Source: an optimization exercise on an open RTL-to-GDS flow (aim: small area, a short achievable clock period and few clock cycles per item). Production flows keep margins and buffers that such runs may drop.
No functional check of the RTL was part of any run shown here.

$ cat design.v
package ex_pkg;
    localparam int unsigned XLEN          = 32;
    localparam int unsigned TRANS_ID_BITS = 3;
    typedef enum logic [3:0] {
        ADD = 4'd0,
        SUB = 4'd1,
        AND = 4'd2,
        OR  = 4'd3,
        XOR = 4'd4,
        SLL = 4'd5,
        SRL = 4'd6,
        SLT = 4'd7,
        MUL = 4'd8
    } fu_op_e;
    typedef struct packed {
        fu_op_e                   operator;
        logic [TRANS_ID_BITS-1:0] trans_id;
        logic [XLEN-1:0]          operand_a;
        logic [XLEN-1:0]          operand_b;
    } fu_data_t;
    typedef struct packed {
        logic [TRANS_ID_BITS-1:0] trans_id;
        logic [XLEN-1:0]          result;
    } wb_data_t;
endpackage
`timescale 1ns/1ps
module mul_step (
    input  logic [31:0] a_i,
    input  logic [3:0]  b_i,
    input  logic [31:0] s_i,
    input  logic [31:0] c_i,
    output logic [31:0] s_o,
    output logic [31:0] c_o
);
    logic [31:0] p0, p1, p2, p3;
    logic [31:0] s1, c1, s2, c2, s3, c3;
    assign p0 = b_i[0] ? a_i        : '0;
    assign p1 = b_i[1] ? (a_i << 1) : '0;
    assign p2 = b_i[2] ? (a_i << 2) : '0;
    assign p3 = b_i[3] ? (a_i << 3) : '0;
    csa32 csa1 (.x_i(s_i), .y_i(c_i), .z_i(p0), .s_o(s1), .c_o(c1));
    csa32 csa2 (.x_i(p1),  .y_i(p2),  .z_i(p3), .s_o(s2), .c_o(c2));
    csa32 csa3 (.x_i(s1),  .y_i(c1),  .z_i(s2), .s_o(s3), .c_o(c3));
    csa32 csa4 (.x_i(s3),  .y_i(c3),  .z_i(c2), .s_o(s_o), .c_o(c_o));
endmodule
module csa32 (
    input  logic [31:0] x_i,
    input  logic [31:0] y_i,
    input  logic [31:0] z_i,
    output logic [31:0] s_o,
    output logic [31:0] c_o
);
    logic [31:0] maj;
    assign s_o = x_i ^ y_i ^ z_i;
    assign maj = (x_i & y_i) | (x_i & z_i) | (y_i & z_i);
    assign c_o = {maj[30:0], 1'b0};
endmodule
`timescale 1ns/1ps
module ex_stage (
    input  logic        clk_i,
    input  logic        rst_ni,
    input  logic        issue_req_i,
    input  logic [70:0] issue_data_i,
    output logic        issue_ack_o,
    output logic        wb_req_o,
    output logic [34:0] wb_data_o,
    input  logic        wb_ack_i
);
    logic        q_v, q_ph, q_cy;
    logic [3:0]  q_op;
    logic [2:0]  q_id;
    logic [31:0] q_a, q_b;
    logic        s_v;
    logic [34:0] s_data;
    logic        m_busy;
    logic [2:0]  m_id;
    logic [31:0] m_a, m_b, m_s, m_c;
    logic        m_done;
    logic [31:0] m_s_nxt, m_c_nxt;
    logic q_mul, q_sub, q_sh, q_addlike;
    logic q_free, capture, load_slot, mul_start, mul_reload, step1;
    assign q_mul     = (q_op == 4'd8);
    assign q_sub     = (q_op == 4'd1) || (q_op == 4'd7);
    assign q_addlike = (q_op == 4'd0) || q_sub;
    assign q_sh      = (q_op == 4'd5) || (q_op == 4'd6);
    assign m_done     = (m_b == '0);
    assign mul_start  = q_v && q_mul && (!m_busy || m_done);
    assign mul_reload = m_busy && m_done && (!q_v || q_mul);
    assign load_slot  = !s_v && q_v && q_ph && !q_mul;
    assign step1      = q_v && !q_ph;
    assign q_free     = !q_v || load_slot || mul_start;
    assign capture    = issue_req_i && !issue_ack_o && q_free && !mul_reload;
    logic [16:0] lo_sum;
    logic [31:0] sh_in, sh1;
    assign lo_sum = {1'b0, q_a[15:0]} + {1'b0, q_sub ? ~q_b[15:0] : q_b[15:0]} + 17'(q_sub);
    always_comb begin
        for (int i = 0; i < 32; i++) sh_in[i] = (q_op == 4'd5) ? q_a[31 - i] : q_a[i];
        sh1 = sh_in >> {q_b[4:2], 2'b00};
    end
    logic [15:0] hi_sum;
    logic [31:0] sh2, sh2_rev, res;
    logic        lt;
    assign hi_sum = q_a[31:16] + (q_sub ? ~q_b[31:16] : q_b[31:16]) + 16'(q_cy);
    assign lt     = (q_a[31] ^ q_b[31]) ? q_a[31] : hi_sum[15];
    always_comb begin
        sh2 = q_a >> q_b[1:0];
        for (int i = 0; i < 32; i++) sh2_rev[i] = sh2[31 - i];
        case (q_op)
            4'd0, 4'd1: res = {hi_sum, q_b[15:0]};
            4'd2:       res = q_a & q_b;
            4'd3:       res = q_a | q_b;
            4'd4:       res = q_a ^ q_b;
            4'd5:       res = sh2_rev;
            4'd6:       res = sh2;
            4'd7:       res = {31'd0, lt};
            default:    res = '0;
        endcase
    end
    always_ff @(posedge clk_i or negedge rst_ni) begin
        if (!rst_ni) begin
            issue_ack_o <= 1'b0;
            q_v         <= 1'b0;
            q_ph        <= 1'b0;
            s_v         <= 1'b0;
            wb_req_o    <= 1'b0;
            m_busy      <= 1'b0;
        end else begin
            issue_ack_o <= issue_ack_o ? issue_req_i : capture;
            q_v         <= capture || mul_reload || (q_v && !load_slot && !mul_start);
            q_ph        <= q_v && !q_free && !mul_reload;
            s_v         <= load_slot || (s_v && !(wb_req_o && wb_ack_i));
            wb_req_o    <= wb_req_o ? !wb_ack_i : (!wb_ack_i && (s_v || load_slot));
            m_busy      <= mul_start || (m_busy && !mul_reload);
        end
    end
    always_ff @(posedge clk_i) begin
        if (mul_reload) begin
            q_op <= 4'd0;
            q_id <= m_id;
            q_a  <= m_s;
            q_b  <= m_c;
        end else if (q_free) begin
            {q_op, q_id, q_a, q_b} <= issue_data_i;
        end else if (step1) begin
            if (q_addlike) {q_cy, q_b[15:0]} <= lo_sum;
            if (q_sh)      q_a <= sh1;
        end
    end
    always_ff @(posedge clk_i) begin
        if (load_slot) s_data <= {q_id, res};
    end
    assign wb_data_o = s_data;
    mul_step step_i (
        .a_i  ( m_a     ),
        .b_i  ( m_b[3:0] ),
        .s_i  ( m_s     ),
        .c_i  ( m_c     ),
        .s_o  ( m_s_nxt ),
        .c_o  ( m_c_nxt )
    );
    always_ff @(posedge clk_i) begin
        if (mul_start) m_id <= q_id;
        m_a <= mul_start ? q_a : (m_a << 4);
        m_b <= mul_start ? q_b : (m_b >> 4);
        m_s <= mul_start ? '0 : m_s_nxt;
        m_c <= mul_start ? '0 : m_c_nxt;
    end
endmodule
$ cat run.sh
#!/bin/bash
# synth_recipe.tcl (not shown) runs the flow's synth.tcl, then flattens the netlist and writes it again
# the make line also repeats each setting of config.mk as NAME=value (left out here)
make -C /OpenROAD-flow-scripts/flow DESIGN_CONFIG=/design/flow/config.mk WORK_HOME=/design/flow/orfs CLKGATE_MAP_FILE= SYNTH_SCRIPT=/design/flow/synth_recipe.tcl finish
$ cat config.mk
export PLATFORM = sky130hd
export DESIGN_NAME = ex_stage
export DESIGN_NICKNAME = ex_stage
export VERILOG_FILES = /design/flow/design.v
export SDC_FILE = /design/flow/constraint.sdc
export NUM_CORES = 4
export LEC_CHECK = 0
export CAP_MARGIN = 20
export CORE_MARGIN = 2
export CORE_UTILIZATION = 40
export SLEW_MARGIN = 20
$ cat constraint.sdc
create_clock -name core_clock -period 5.5 [get_ports {clk_i}]
set_input_delay 1.1000 -clock core_clock [delete_from_list [all_inputs] [get_ports {clk_i}]]
set_output_delay 1.1000 -clock core_clock [all_outputs]
set_load 0.01 [all_outputs]
==> impl_metrics.env, run 1 <==
export IMPL_crit_arrival_ns=4.74
export IMPL_crit_type="register to register"
export IMPL_cts_max_level=1
export IMPL_grt_max_degree=79
export IMPL_grt_first_pass_wirelength_mm=90.33
export IMPL_numCtsBuffers=28
export IMPL_r2r_start="q_op[2]$_SDFFE_PP0N_"
export IMPL_status="timing/DRC/antenna clean"
export IMPL_cts_setup_buffers=0
export IMPL_fin_ws_ns=1.085
export IMPL_gp_congestion=0.9680
export IMPL_final_cell_mix="inv_1 (205), nand2_1 (190), and2_1 (179)"
export IMPL_cp_max_fo=17
export IMPL_syn_area_sq_um=17390
export IMPL_fp_dieW_um=212.5
export IMPL_fin_crit_ns=4.415
export IMPL_hold_class="register to register"
export IMPL_relSlewSlack=0.2877
export IMPL_synth_seq_area_share=0.3401
export IMPL_grt_pass1_vias=14360
export IMPL_drive_gt1_frac=0.06026
export IMPL_post_place_ws_ns=1.211
export IMPL_fin_crit_sh=0.8027
export IMPL_required_ns=5.83
export IMPL_cts_hold_buf=0
export IMPL_drtIter0Drc=1727
export IMPL_tightest_slew_ns=1.067
export IMPL_io_buffers=111
export IMPL_fin_nets=2193
export IMPL_dp_hpwl_mm=44.31
export IMPL_synth_async_reset_ratio=0.02490
export IMPL_fmax_ghz=0.2265
export IMPL_final_common_cell="inv_1"
export IMPL_wl_per_cell_um=23.76
export IMPL_clockBufferDepth=3
export IMPL_ctsResizeCount=0
export IMPL_multi_input_area_sq_um=10280
export IMPL_final_fill_count=4226
export IMPL_crit_path_start_kind="register"
export IMPL_hold_path_startpoint="q_id[2]$_DFFE_PN_"
export IMPL_finalMaxSlewViolations=0
export IMPL_r2r_end="q_b[15]$_DFFE_PP_"
export IMPL_maxCapViolCount=0
export IMPL_ys_seq_elements=241
export IMPL_initial_utilization=0.4046
export IMPL_first_pass_iters=6
export IMPL_track_usage=0.2696
export IMPL_ant_nets=0
export IMPL_clk_pin_slew_ns=0.06
export IMPL_overflow=0
export IMPL_clock_sinks=241
export IMPL_ios=112
export IMPL_avgSynthCellArea_sq_um=9.431
export IMPL_dieArea_sq_um=45160
export IMPL_skew_ns=0.02226
export IMPL_syn_nets=2134
export IMPL_route_detailed_drc=0
export IMPL_hold_depth=0
export IMPL_core_sq_um=42980
export IMPL_r2r_slack_ns=1.09
export IMPL_syn_inst=1844
export IMPL_tns_ns=0
export IMPL_finalSetupViolCount=0
export IMPL_antenna_cells=0
export IMPL_hold_violations=0
export IMPL_clk_latency_ns=0.58
export IMPL_via_count=14260
export IMPL_synth_edff_count=106
export IMPL_grt_setup_unrepaired="no"
export IMPL_cp_end_kind="register"
export IMPL_ys_types=69
export IMPL_antenna_found_initial=0
export IMPL_area_growth_pct=15.35
export IMPL_vias_per_cell=5.681
export IMPL_seqCellArea_sq_um=5916
export IMPL_routed_wirelength_mm=59.64
export IMPL_cts_root_buffer="clkbuf_16"
export IMPL_holdPathEnd="s_data[34]$_DFFE_PP_"
export IMPL_cts_tree="yes"
export IMPL_yosys_warnings=1
export IMPL_placement_rows=76
export IMPL_rr_worst_depth=13
export IMPL_fp_dieH_um=212.5
export IMPL_synth_ff_type="dfxtp_1"
-- cells by family (layout without fill, tap and decap cells) --
family,after synthesis,count (layout),synth area share
multiplexers,64,64,0.04712
AND/OR/NAND/NOR,554,554,0.1583
AO/OA/AOI/OAI,394,394,0.1475
adder cells (fa/ha/maj),215,215,0.2052
buffers and inverters,316,397,0.07151
XOR/XNOR,60,60,0.03022
flip-flops,241,241,0.3401
-- per-layer routing --
layer	global-route usage	vias up	routed length, um	part of all wire
met5	0	-	0	0
met4	0.1080	0	2486	0.042
met3	0.03811	126	5477	0.092
met2	0.4066	727	26140	0.44
met1	0.3894	7006	25530	0.43
li1	-	6400	-	-
-- registers in the layout, indices dropped and copies added (netlist names) --
| register | cells |
|---|---|
| s_data | 35 |
| m_a | 32 |
| m_b | 32 |
| m_s | 32 |
| q_a | 32 |
| q_b | 32 |
| m_c | 29 |
| q_op | 4 |
| m_id | 3 |
| q_id | 3 |
| issue_ack_o | 1 |
| m_busy | 1 |
| q_cy | 1 |
| q_ph | 1 |
| q_v | 1 |
| s_v | 1 |
| wb_req_o | 1 |
-- synth_stat cells (11+ instances only) --
cell / count / area (sq um)
a211oi_1: 13 / 97.59
a21oi_1: 76 / 380.4
a221o_1: 39 / 390.4
a221oi_1: 16 / 140.1
a22oi_1: 36 / 270.3
and2_1: 179 / 1120
buf_1: 15 / 56.30
clkbuf_1: 81 / 304.0
dfxtp_1: 129 / 2582
edfxtp_1: 106 / 3183
fa_1: 117 / 2342
ha_1: 98 / 1226
inv_1: 205 / 769.5
mux2i_1: 47 / 470.5
mux4_2: 14 / 315.3
nand2_1: 191 / 716.9
nand2b_1: 12 / 75.07
nand3_1: 20 / 100.1
nor2_1: 72 / 270.3
nor3_1: 39 / 195.2
o21ai_0: 146 / 730.7
o221ai_1: 11 / 96.34
xnor2_1: 44 / 385.4
xor2_1: 16 / 140.1
-- metrics by stage --
stage | utilization | std cells | cell area (sq um) | hold WS [ns]
3_5_place_dp | 0.4424 | 2458 | 19020 | 0.4430
5_1_grt | 0.4667 | 2510 | 20060 | 0.4712
6_report | 0.4667 | 2510 | 20060 | 0.4512
3_3_place_gp | 0.4424 | 2458 | 19020 | 0.4432
2_1_floorplan | - | 1844 | 17390 | 0.4215
4_1_cts | 0.4665 | 2510 | 20050 | 0.4548
-- area by class of cell --
| cell class | instances | share of cell area |
|---|---|---|
| clock buffer | 38 | 0.04148 |
| inverter | 208 | 0.03917 |
| timing repair buffer | 137 | 0.06512 |
| multi-input combinational | 1287 | 0.5127 |
| sequential | 241 | 0.2949 |
| tap | 585 | 0.03649 |
| clock inverter | 14 | 0.01017 |
-- how the worst max path moves through the flow --
stage,startpoint,end,slack [ns],depth (start not counted)
after floorplan,q_op[0]$_SDFFE_PP0N_,q_a[10]$_DFFE_PP_,1.60,7
after global placement,q_op[2]$_SDFFE_PP0N_,q_b[15]$_DFFE_PP_,1.32,13
after detailed placement,q_op[2]$_SDFFE_PP0N_,q_b[15]$_DFFE_PP_,1.21,13
after CTS,q_op[2]$_SDFFE_PP0N_,q_b[15]$_DFFE_PP_,1.19,13
after global routing,q_op[0]$_SDFFE_PP0N_,q_b[15]$_DFFE_PP_,0.82,13
final,q_op[2]$_SDFFE_PP0N_,q_b[15]$_DFFE_PP_,1.09,13
-- worst max-delay path, stage by stage, from the launching register on --
cell	delay, ns
dfxtp_1	0.49
xor2_1	0.26
nand2b_2	0.54
buf_4	0.40
xnor2_1	0.17
ha_1	0.31
a21o_1	0.18
a21oi_1	0.20
o22ai_1	0.14
o41ai_1	0.71
o21ai_0	0.29
mux2i_1	0.17
o21ai_0	0.22
nand2_1	0.08
==> run 2: changes to the inputs <==
--- a/config.mk
+++ b/config.mk
@@ -8,4 +8,5 @@
 export CAP_MARGIN = 20
 export CORE_MARGIN = 2
 export CORE_UTILIZATION = 40
+export SETUP_SLACK_MARGIN = 2
 export SLEW_MARGIN = 20
==> impl_metrics.env, run 2 <==
export IMPL_status="timing/DRC/antenna clean"
export IMPL_finalMaxSlewViolations=0
export IMPL_crit_arrival_ns=3.70
export IMPL_final_common_cell="inv_1"
export IMPL_gp_congestion=0.9324
export IMPL_synth_ff_type="dfxtp_1"
export IMPL_fin_nets=2198
export IMPL_fmax_ghz=0.2946
export IMPL_clk_pin_slew_ns=0.06
export IMPL_placed_area_sq_um=19020
export IMPL_skew_ns=0.02799
export IMPL_synth_seq_area_share=0.3401
export IMPL_ios=112
export IMPL_post_place_ws_ns=1.364
export IMPL_path_cells="nor2b_4 -> nand3_1 -> buf_4 -> nor2_1 -> a21oi_1 -> mux2i_1 -> mux2i_1 -> a211oi_1 -> a221o_1"
export IMPL_finalSetupViolCount=0
export IMPL_fp_dieW_um=212.5
export IMPL_antenna_cells=0
export IMPL_track_usage=0.2708
export IMPL_fin_ws_ns=2.106
export IMPL_crit_top_cell="mux2i_1"
export IMPL_cp_max_fo=22
export IMPL_io_buffers=111
export IMPL_worstPathBufferInverterCount=1
export IMPL_relSlewSlack=0.2457
export IMPL_ys_seq_elements=241
export IMPL_ant_nets=0
export IMPL_largest_register_ffs=35
export IMPL_grt_max_degree=103
export IMPL_hold_ws_ns=0.4579
export IMPL_grt_first_pass_wirelength_mm=90.58
export IMPL_cts_hold_buf=0
export IMPL_fp_dieH_um=212.5
export IMPL_drtIter0Drc=1417
export IMPL_syn_inst=1844
export IMPL_syn_nets=2134
export IMPL_numCtsBuffers=29
export IMPL_hold_violations=0
export IMPL_slowest_delay_ns=0.59
export IMPL_antenna_found_initial=0
export IMPL_cts_root_buffer="clkbuf_16"
export IMPL_hold_class="register to register"
export IMPL_drive_gt1_frac=0.06680
export IMPL_area_growth_pct=15.65
export IMPL_avgSynthCellArea_sq_um=9.431
export IMPL_core_sq_um=42980
export IMPL_grt_setup_unrepaired="yes"
export IMPL_yosys_warnings=1
export IMPL_cts_max_level=1
export IMPL_fin_crit_ns=3.394
export IMPL_synth_area_leaders="edfxtp_1 (18%), dfxtp_1 (15%), fa_1 (13%)"
export IMPL_synth_async_reset_ratio=0.02490
export IMPL_critPathSlowestCell="nand3_1"
export IMPL_yosysTopAreaCellShare=0.1830
export IMPL_wl_per_cell_um=23.78
export IMPL_crit_family="simple AND/OR/NAND/NOR gates"
export IMPL_ys_types=69
export IMPL_syn_area_sq_um=17390
export IMPL_synth_edff_count=106
export IMPL_grt_pass1_vias=14330
export IMPL_maxCapViolCount=0
export IMPL_dieArea_sq_um=45160
export IMPL_synth_most_common_cell="inv_1"
export IMPL_route_detailed_drc=0
export IMPL_required_ns=5.81
export IMPL_synthTopCellsByCount="inv_1 (205), nand2_1 (191), and2_1 (179), o21ai_0 (146), dfxtp_1 (129)"
export IMPL_top_register="s_data"
export IMPL_via_count=14300
export IMPL_first_pass_iters=5
export IMPL_placement_rows=76
export IMPL_vias_per_cell=5.684
export IMPL_dp_hpwl_mm=44.89
export IMPL_final_cell_area_sq_um=20110
export IMPL_routed_wirelength_mm=59.84
export IMPL_initial_utilization=0.4046
export IMPL_cp_end_kind="register"
export IMPL_cts_tree="yes"
export IMPL_fin_crit_sh=0.6172
export IMPL_tns_ns=0
export IMPL_tightest_slew_ns=1.125
export IMPL_clock_sinks=241
export IMPL_overflow=0
export IMPL_final_cell_mix="inv_1 (205), nand2_1 (190), and2_1 (179)"
export IMPL_clk_latency_ns=0.58
export IMPL_synth_top_area_cell="edfxtp_1"
export IMPL_crit_path_start_kind="register"
export IMPL_crit_type="register to register"
export IMPL_clockBufferDepth=3
[run 2: cell types whose count changed in the layout (fill, tap and decap cells not counted), moves of 3 or more]
cell      change
clkbuf_1      +4
dfxtp_2       +3
dfxtp_1       -4
o21ai_0       -4
[run 2: repair_timing]
item / CTS / global route
endpoints found under the hold margin: 0 / 0
pin swaps: 1 / 1
setup endpoints to repair: 26 / 17
resized for setup: 9 / 11
buffers inserted: 4 / 0
gates cloned: 1 / 0
[run 2: stage by stage]
step | utilization | std cells
5_1_grt | 0.4680 | 2516
4_1_cts | 0.4671 | 2516
3_5_place_dp | 0.4425 | 2457
3_3_place_gp | 0.4425 | 2457
2_1_floorplan | - | 1844
6_report | 0.4680 | 2516
[run 2: final cells by class]
| class | count | area [sq um] |
|---|---|---|
| clock inverter | 14 | 176.4 |
| fill | 4143 | 22870 |
| clock buffer | 40 | 808.3 |
| multi-input combinational | 1288 | 10330 |
| timing repair buffer | 140 | 1358 |
| sequential | 241 | 5923 |
| inverter | 208 | 785.8 |
| tap | 585 | 732.0 |
[run 2: kinds of logic after synthesis]
family,count (synthesis),synth area share
AND/OR/NAND/NOR,554,0.1583
multiplexers,64,0.04712
flip-flops,241,0.3401
XOR/XNOR,60,0.03022
adder cells (fa/ha/maj),215,0.2052
buffers and inverters,316,0.07151
AO/OA/AOI/OAI,394,0.1475
[run 2: worst paths after layout]
| path | cells after the start | to | startpoint | slack [ns] |
|---|---|---|---|---|
| max | 9 | q_a[6]$_DFFE_PP_ | q_op[3]$_SDFFE_PP0N_ | 2.11 |
| min | 2 | m_b[10]$_DFF_P_ | m_b[14]$_DFF_P_ | 0.46 |
| max reg2reg | 9 | q_a[6]$_DFFE_PP_ | q_op[3]$_SDFFE_PP0N_ | 2.11 |
| min reg2reg | 2 | m_b[10]$_DFF_P_ | m_b[14]$_DFF_P_ | 0.46 |
| max in group asynchronous | 1 | m_busy$_DFF_PN0_ | rst_ni | 4.47 |
| min in group asynchronous | 1 | wb_req_o$_DFF_PN0_ | rst_ni | 0.79 |
[run 2: per-layer routing]
| metal | vias to the layer above | wire length (um) | global-route usage |
|---|---|---|---|
| li1 | 6410 | - | - |
| met1 | 7102 | 26740 | 0.3879 |
| met2 | 651 | 26400 | 0.4202 |
| met3 | 139 | 4506 | 0.03516 |
| met4 | 0 | 2193 | 0.09621 |
| met5 | - | 0 | 0 |
[run 2: tightest hold or removal path, stage by stage (launching register included)]
cell and delay, ns:
dfxtp_1 0.32, nand2_1 0.05, o21ai_0 0.05
==> run 3: changes to the inputs <==
--- a/config.mk
+++ b/config.mk
@@ -8,5 +8,5 @@
 export CAP_MARGIN = 20
 export CORE_MARGIN = 2
 export CORE_UTILIZATION = 40
-export SETUP_SLACK_MARGIN = 2
+export SETUP_SLACK_MARGIN = 3
 export SLEW_MARGIN = 20
==> impl_metrics.env, run 3 <==
export IMPL_ys_seq_elements=241
export IMPL_track_usage=0.3096
export IMPL_cts_root_buffer="clkbuf_16"
export IMPL_grt_pass1_vias=15580
export IMPL_syn_area_sq_um=17390
export IMPL_tns_ns=0
export IMPL_synth_top_area_cell="edfxtp_1"
export IMPL_cp_end_kind="register"
export IMPL_syn_inst=1844
export IMPL_clockBufferDepth=3
export IMPL_multi_input_area_sq_um=11980
export IMPL_syn_nets=2134
export IMPL_drtIter0Drc=2014
export IMPL_routed_wirelength_mm=74.33
export IMPL_gp_congestion=0.9524
export IMPL_synth_most_common_cell="inv_1"
export IMPL_grt_max_degree=51
export IMPL_required_ns=5.82
export IMPL_status="timing/DRC/antenna clean"
export IMPL_core_sq_um=42980
export IMPL_seqCellArea_sq_um=5941
export IMPL_overflow=0
export IMPL_route_detailed_drc=0
export IMPL_grt_setup_unrepaired="yes"
export IMPL_synth_ff_type="dfxtp_1"
export IMPL_cts_hold_buf=0
export IMPL_ys_types=69
export IMPL_initial_utilization=0.4046
export IMPL_cts_tree="yes"
export IMPL_hold_violations=0
export IMPL_yosysTopAreaCellShare=0.1830
export IMPL_top_register="s_data"
export IMPL_finalSetupViolCount=0
export IMPL_post_place_ws_ns=1.354
export IMPL_final_fill_count=3639
export IMPL_dieArea_sq_um=45160
export IMPL_dp_hpwl_mm=42.98
export IMPL_area_growth_pct=41.04
export IMPL_relSlewSlack=0.3006
export IMPL_ant_nets=0
export IMPL_synth_area_leaders="edfxtp_1 (18%), dfxtp_1 (15%), fa_1 (13%)"
export IMPL_fmax_ghz=0.3101
export IMPL_hold_class="register to register"
export IMPL_crit_type="register to register"
export IMPL_first_pass_iters=7
export IMPL_fin_crit_sh=0.5863
export IMPL_crit_arrival_ns=3.54
export IMPL_clk_pin_slew_ns=0.06
export IMPL_final_cell_mix="inv_1 (184), nand2_1 (144), dfxtp_1 (122)"
export IMPL_cts_max_level=1
export IMPL_largest_register_ffs=35
export IMPL_clk_latency_ns=0.58
export IMPL_vias_per_cell=5.967
export IMPL_clock_sinks=241
export IMPL_utilization=0.5707
export IMPL_tightest_slew_ns=1.045
export IMPL_avgSynthCellArea_sq_um=9.431
export IMPL_synth_seq_area_share=0.3401
export IMPL_wl_per_cell_um=27.42
export IMPL_synthTopCellsByCount="inv_1 (205), nand2_1 (191), and2_1 (179), o21ai_0 (146), dfxtp_1 (129)"
export IMPL_hold_ws_ns=0.4581
export IMPL_drive_gt1_frac=0.3002
export IMPL_cp_max_fo=9
export IMPL_via_count=16180
export IMPL_finalMaxSlewViolations=0
export IMPL_fin_crit_ns=3.225
export IMPL_yosys_warnings=1
export IMPL_synth_edff_count=106
export IMPL_final_common_cell="inv_1"
export IMPL_fin_nets=2393
export IMPL_maxCapViolCount=0
export IMPL_synth_async_reset_ratio=0.02490
export IMPL_placement_rows=76
export IMPL_fp_dieH_um=212.5
export IMPL_crit_path_start_kind="register"
export IMPL_fin_ws_ns=2.275
export IMPL_numCtsBuffers=29
export IMPL_skew_ns=0.01530
export IMPL_io_buffers=111
export IMPL_antenna_found_initial=1
export IMPL_ios=112
export IMPL_fp_dieW_um=212.5
export IMPL_grt_first_pass_wirelength_mm=101.6
[run 3: repair_timing]
| action | in CTS | in global routing |
|---|---|---|
| buffers inserted | 91 | 54 |
| gates resized for setup | 275 | 336 |
| pin swaps | 83 | 111 |
| endpoints found under the setup margin | 331 | 297 |
| gates cloned | 36 | 24 |
[run 3: path summary, 6_finish.rpt]
check                                     startpoint                    to  slack (ns)  cells after the start
min in group asynchronous                     rst_ni        q_ph$_DFF_PN0_        0.76                      1
worst max-delay path            q_op[0]$_SDFFE_PP0N_     q_b[13]$_DFFE_PP_        2.28                     13
worst min-delay path               q_id[2]$_DFFE_PN_  s_data[34]$_DFFE_PP_        0.46                      0
worst min register to register     q_id[2]$_DFFE_PN_  s_data[34]$_DFFE_PP_        0.46                      0
worst max register to register  q_op[0]$_SDFFE_PP0N_     q_b[13]$_DFFE_PP_        2.28                     13
max in group asynchronous                     rst_ni         q_v$_DFF_PN0_        4.49                      1
[run 3: logic make-up after synthesis]
family / count (synthesis) / share of synthesized area
simple gates: 554 / 0.1583
compound gates: 394 / 0.1475
flops: 241 / 0.3401
fa+ha+maj: 215 / 0.2052
buf+inv: 316 / 0.07151
mux: 64 / 0.04712
xor+xnor: 60 / 0.03022
[run 3: layout make-up]
type / instances / area share
clock buffers: 39 / 0.03468
clock inverters: 14 / 0.007192
flip-flops and latches: 241 / 0.2422
repair buffers: 318 / 0.1648
well taps: 585 / 0.02984
repair inverters: 1 / 0.0002040
inverters: 208 / 0.03264
multi-input cells: 1304 / 0.4883
diodes: 1 / 0.0001020
[run 3: worst max-delay path, stage by stage (launching register included)]
cell	delay, ns
dfxtp_4	0.41
nor2b_4	0.21
nand2b_4	0.16
buf_6	0.16
xnor2_2	0.12
ha_1	0.36
a21o_1	0.21
a21oi_4	0.18
o22ai_4	0.11
o41ai_4	0.41
buf_4	0.18
o21bai_1	0.09
a211oi_2	0.24
o31ai_1	0.11
[run 3: per-layer routing]
layer,vias to the layer above,track usage,part of all wire
met5,-,0,0.0013
met4,4,0.1423,0.064
met3,299,0.07504,0.11
met2,1046,0.4789,0.44
met1,7989,0.4098,0.38
li1,6839,-,-
[run 3: per-stage QoR]
stage | cells | area, sq um
after global routing | 2710 | 24530
final | 2711 | 24530
after global placement | 2452 | 19140
after detailed placement | 2452 | 19140
after floorplan | 1844 | 17680
after CTS | 2632 | 22550

afterwards: timing with drivers on the ports:
How much do the figures lean on ideal ports? The routed layouts below were timed once more, with nothing changed but the port constraints. Step 1 sets driving cells, clkbuf_16 on the clock port and buf_2 on the other inputs (assumed; they add their load-dependent delay and slew). Step 2 moves the port delays by t, midway between the first and last clock arrival at a register: inputs arrive t later, outputs are due t later. That takes back most of the time a late clock gives input paths. Slacks: ideal ports / drivers / drivers and shift; pairs: ideal ports / drivers.
run	t, ns	setup slack, ns	worst setup path at the end	worst data-port slew with drivers (ns)	pins driven straight from the clock port
run 1	0.622	1.085 / 1.085 / 1.085	register to register	0.05	1
run 2	0.625	2.106 / 2.106 / 2.106	register to register	0.05	1
run 3	0.631	2.275 / 2.275 / 2.275	register to register	0.04	1
After both steps setup and hold are still met in every run listed.
